Background: an optimization exercise with open tools, aiming at small area and a short achievable clock period. Do not read the settings as production practice.
Only simulation tests tie the RTL to the original design; equivalence was not proved.
The clock port is modelled as an ideal driver, which makes a skipped or thinned clock tree look cheaper than it is; a real chip needs a root buffer or a tree.
No activity file was given, so power comes from the tool's default toggle rates.

Setup of delta:
## simple_fixed_2
module simple_fixed_2
(
    input  logic         clk,
    input  logic         reset,
    input  logic [0:10]  op,
    input  logic [2:0]   format,
    input  logic [6:0]   rt_addr,
    input  logic [0:127] ra,
    input  logic [0:127] rb,
    input  logic [0:17]  imm,
    input  logic         reg_write,
    output logic [0:127] rt_wb,
    output logic [6:0]   rt_addr_wb,
    output logic         reg_write_wb
);
export LEC_CHECK = 0
export CAP_MARGIN = 20
export CORE_MARGIN = 2
export CORE_UTILIZATION = 60
export SETUP_SLACK_MARGIN = 3.85
export SLEW_MARGIN = 20
create_clock -name core_clock -period 6.0 [get_ports {clk}]
standard.sh (not shown) runs the stock make flow with config.mk's settings and CLKGATE_MAP_FILE= SYNTH_SCRIPT=/design/flow/synth_recipe.tcl, a recipe that flattens the netlist after the stock synthesis.
==> flow/flow/run.sh <==
#!/bin/bash
# Standard ORFS layout with plain buf_1 port buffers and a two-level clock
# tree built by flow/mycts.tcl in place of the flow's clock tree synthesis.
set -euo pipefail
bash standard.sh "BUFFER_PORTS_ARGS=-buffer_cell sky130_fd_sc_hd__buf_1" "PRE_CTS_TCL=$PWD/flow/mycts.tcl" finish > standard.log 2>&1
==> flow/flow/mycts.tcl <==
# Two-level clock tree. The flip-flops are split by position into 2 x 2
# quadrants of equal count, and each quadrant into cols x rows groups of
# equal count. The clock port drives one clkbuf_16 per quadrant, at the
# middle of its flip-flops; each of these drives one leaf buffer per group,
# at the middle of the group's flip-flops, which drives the group's clock pins.
proc my_split {items idx parts} {
  set s [lsort -integer -index $idx $items]
  set n [llength $s]
  set out {}
  for {set i 0} {$i < $parts} {incr i} {
    lappend out [lrange $s [expr {$i * $n / $parts}] [expr {($i + 1) * $n / $parts - 1}]]
  }
  return $out
}

proc my_middle {items} {
  set sx 0; set sy 0
  foreach s $items { incr sx [lindex $s 1]; incr sy [lindex $s 2] }
  set n [llength $items]
  return [list [expr {$sx / $n}] [expr {$sy / $n}]]
}

proc my_buffer {name xy innet {cell sky130_fd_sc_hd__clkbuf_16}} {
  set block [ord::get_db_block]
  set b [odb::dbInst_create $block [[ord::get_db] findMaster $cell] $name]
  $b setLocation [lindex $xy 0] [lindex $xy 1]
  $b setPlacementStatus PLACED
  set net [odb::dbNet_create $block net_$name]
  $net setSigType CLOCK
  [$b findITerm A] connect $innet
  [$b findITerm X] connect $net
  return $net
}

proc my_two_level_cts {cols rows {leaf sky130_fd_sc_hd__clkbuf_16}} {
  set block [ord::get_db_block]
  set clk [$block findNet clk]
  set sinks {}
  foreach it [$clk getITerms] {
    set b [[$it getInst] getBBox]
    lappend sinks [list $it [expr {([$b xMin] + [$b xMax]) / 2}] [expr {([$b yMin] + [$b yMax]) / 2}]]
  }
  foreach s $sinks { [lindex $s 0] disconnect }
  puts "mycts: [llength $sinks] sinks, 4 quadrants of $cols x $rows groups"
  set q 0
  foreach half [my_split $sinks 1 2] {
    foreach quad [my_split $half 2 2] {
      set qnet [my_buffer clkbuf_q$q [my_middle $quad] $clk]
      set g 0
      foreach col [my_split $quad 1 $cols] {
        foreach grp [my_split $col 2 $rows] {
          set lnet [my_buffer clkbuf_q${q}_$g [my_middle $grp] $qnet $leaf]
          foreach s $grp { [lindex $s 0] connect $lnet }
          incr g
        }
      }
      incr q
    }
  }
}

my_two_level_cts 2 4 sky130_fd_sc_hd__clkbuf_8
# the tree is built; make the flow's own clock tree step a no-op
rename clock_tree_synthesis orfs_clock_tree_synthesis
proc clock_tree_synthesis {args} { puts "clock tree built by flow/mycts.tcl" }
What ember does differently from delta at the input level:
Settings: SETUP_SLACK_MARGIN now 3.9, was 3.85.
## What came out
Of the two values seen for destination of the critical timing path, rt_wb[123] was produced by delta and r2_rtn[43] by ember.
As far as die height goes, ember and delta are indistinguishable; the numbers are identical.
Looking only at fraction of met3 tracks used by global routing, and setting everything else aside, the lower value of ember and delta goes to delta.
Against delta as the reference, ember delivers a lower setup slack after layout.
Relative to ember, the following input files were edited for raven:
Settings: SETUP_SLACK_MARGIN now 3.85, was 3.9.
--- a/flow/flow/mycts.tcl
+++ b/flow/flow/mycts.tcl
@@ -61,3 +61,3 @@
 
-my_two_level_cts 2 4 sky130_fd_sc_hd__clkbuf_8
+my_two_level_cts 2 3 
 # the tree is built; make the flow's own clock tree step a no-op
Results
- Compared to ember, raven has cell area after placement 85 um^2 lower.
- raven against ember: layout cell share with drive strength beyond 1 went down, maximum achievable frequency went up.
Changes in sierra relative to raven:
Settings: SETUP_SLACK_MARGIN now 3.9, was 3.85.
--- a/flow/flow/mycts.tcl
+++ b/flow/flow/mycts.tcl
@@ -61,3 +61,3 @@
 
-my_two_level_cts 2 3 
+my_two_level_cts 3 3 sky130_fd_sc_hd__clkbuf_8
 # the tree is built; make the flow's own clock tree step a no-op
Findings:
- Net switching power figure on sierra is behind raven.
- Across both runs, power density of the placed cells was lower for sierra than for raven.
- Compared with raven, sierra improves final total power.
- Compared with raven, sierra shows a higher met2 usage in global routing.
- In sierra, the overall routing resource usage came out 1.4 points above the value in raven.
- Sequential share of layout area, sierra and raven: larger value in raven
Edits applied to the flow inputs when going from sierra to violet:
Settings: SETUP_SLACK_MARGIN now 3.8, was 3.9.
--- a/flow/flow/mycts.tcl
+++ b/flow/flow/mycts.tcl
@@ -61,3 +61,3 @@
 
-my_two_level_cts 3 3 sky130_fd_sc_hd__clkbuf_8
+my_two_level_cts 2 4 sky130_fd_sc_hd__clkbuf_8
 # the tree is built; make the flow's own clock tree step a no-op
--- outcome ---
Number of cells traversed by the worst register-to-register path ends up higher on sierra.
violet reached the end of the flow, and the finished layout is clean on the timing, DRC and antenna checks.
violet against sierra: total power density per cell area essentially unchanged; depth of the critical timing path with buffers and inverters included decreased 1; final standard cell utilization of the core decreased 2.1 points; final-layout setup total negative slack essentially unchanged.
Sequential share of layout area came out higher on violet than on sierra.
Met1 layer wirelength in the final routing delta for violet relative to sierra: about 2.2% lower
Ratio of final minimum period to clock period (lower): sierra
Inputs modified between violet and amber:
Settings: SETUP_SLACK_MARGIN changed from 3.8 to 3.85.
--- a/flow/flow/mycts.tcl
+++ b/flow/flow/mycts.tcl
@@ -61,3 +61,3 @@
 
-my_two_level_cts 2 4 sky130_fd_sc_hd__clkbuf_8
+my_two_level_cts 3 3 
 # the tree is built; make the flow's own clock tree step a no-op
Notes after the runs:
Per the final summary, amber finished and its layout is clean on timing, DRC and antenna. For the share of the clock period used by the worst path after layout, amber came in 0.44 points lower than violet did. Going from violet to amber, post-route standard cell area excluding fillers climbed about 2.5%, register-to-register slack climbed 40 ps, met1 routed wirelength after detailed routing dropped 120 um, fraction of power consumed by combinational cells dropped 2.0 points.
No run of this note takes its clock network from TritonCTS; it comes from the design's own scripts or RTL.

## re-timing with driven ports
No port has a modelled driver above. Below, the same layouts with a new extraction and two added sets of constraints.
Step 1 (the two cells are an assumption about what drives the block):
set clk [get_ports {clk}]
set_driving_cell -lib_cell sky130_fd_sc_hd__clkbuf_16 $clk
set_driving_cell -lib_cell sky130_fd_sc_hd__buf_2 [delete_from_list [all_inputs] $clk]
Step 2 also shifts input and output timing later by t, the mid clock arrival at the registers, as if the neighbouring blocks saw the same clock.
a / b / c = no drivers / after step 1 / after step 2; a / b = the first two.
run | shift t [ns] | setup slack, ns | worst setup path at the end
delta | 0.472 | 3.843 / 3.719 / 3.395 | input to register
ember | 0.477 | 3.810 / 3.721 / 3.384 | input to register
raven | 0.468 | 3.838 / 3.719 / 3.403 | input to register
sierra | 0.480 | 3.824 / 3.708 / 3.368 | input to register
violet | 0.463 | 3.791 / 3.704 / 3.386 | input to register
amber | 0.490 | 3.818 / 3.706 / 3.328 | input to register
After both steps setup and hold are still met in every run listed. The setup slack of amber, which loses most, moves by -0.112 ns with the drivers and by -0.490 ns with both steps.
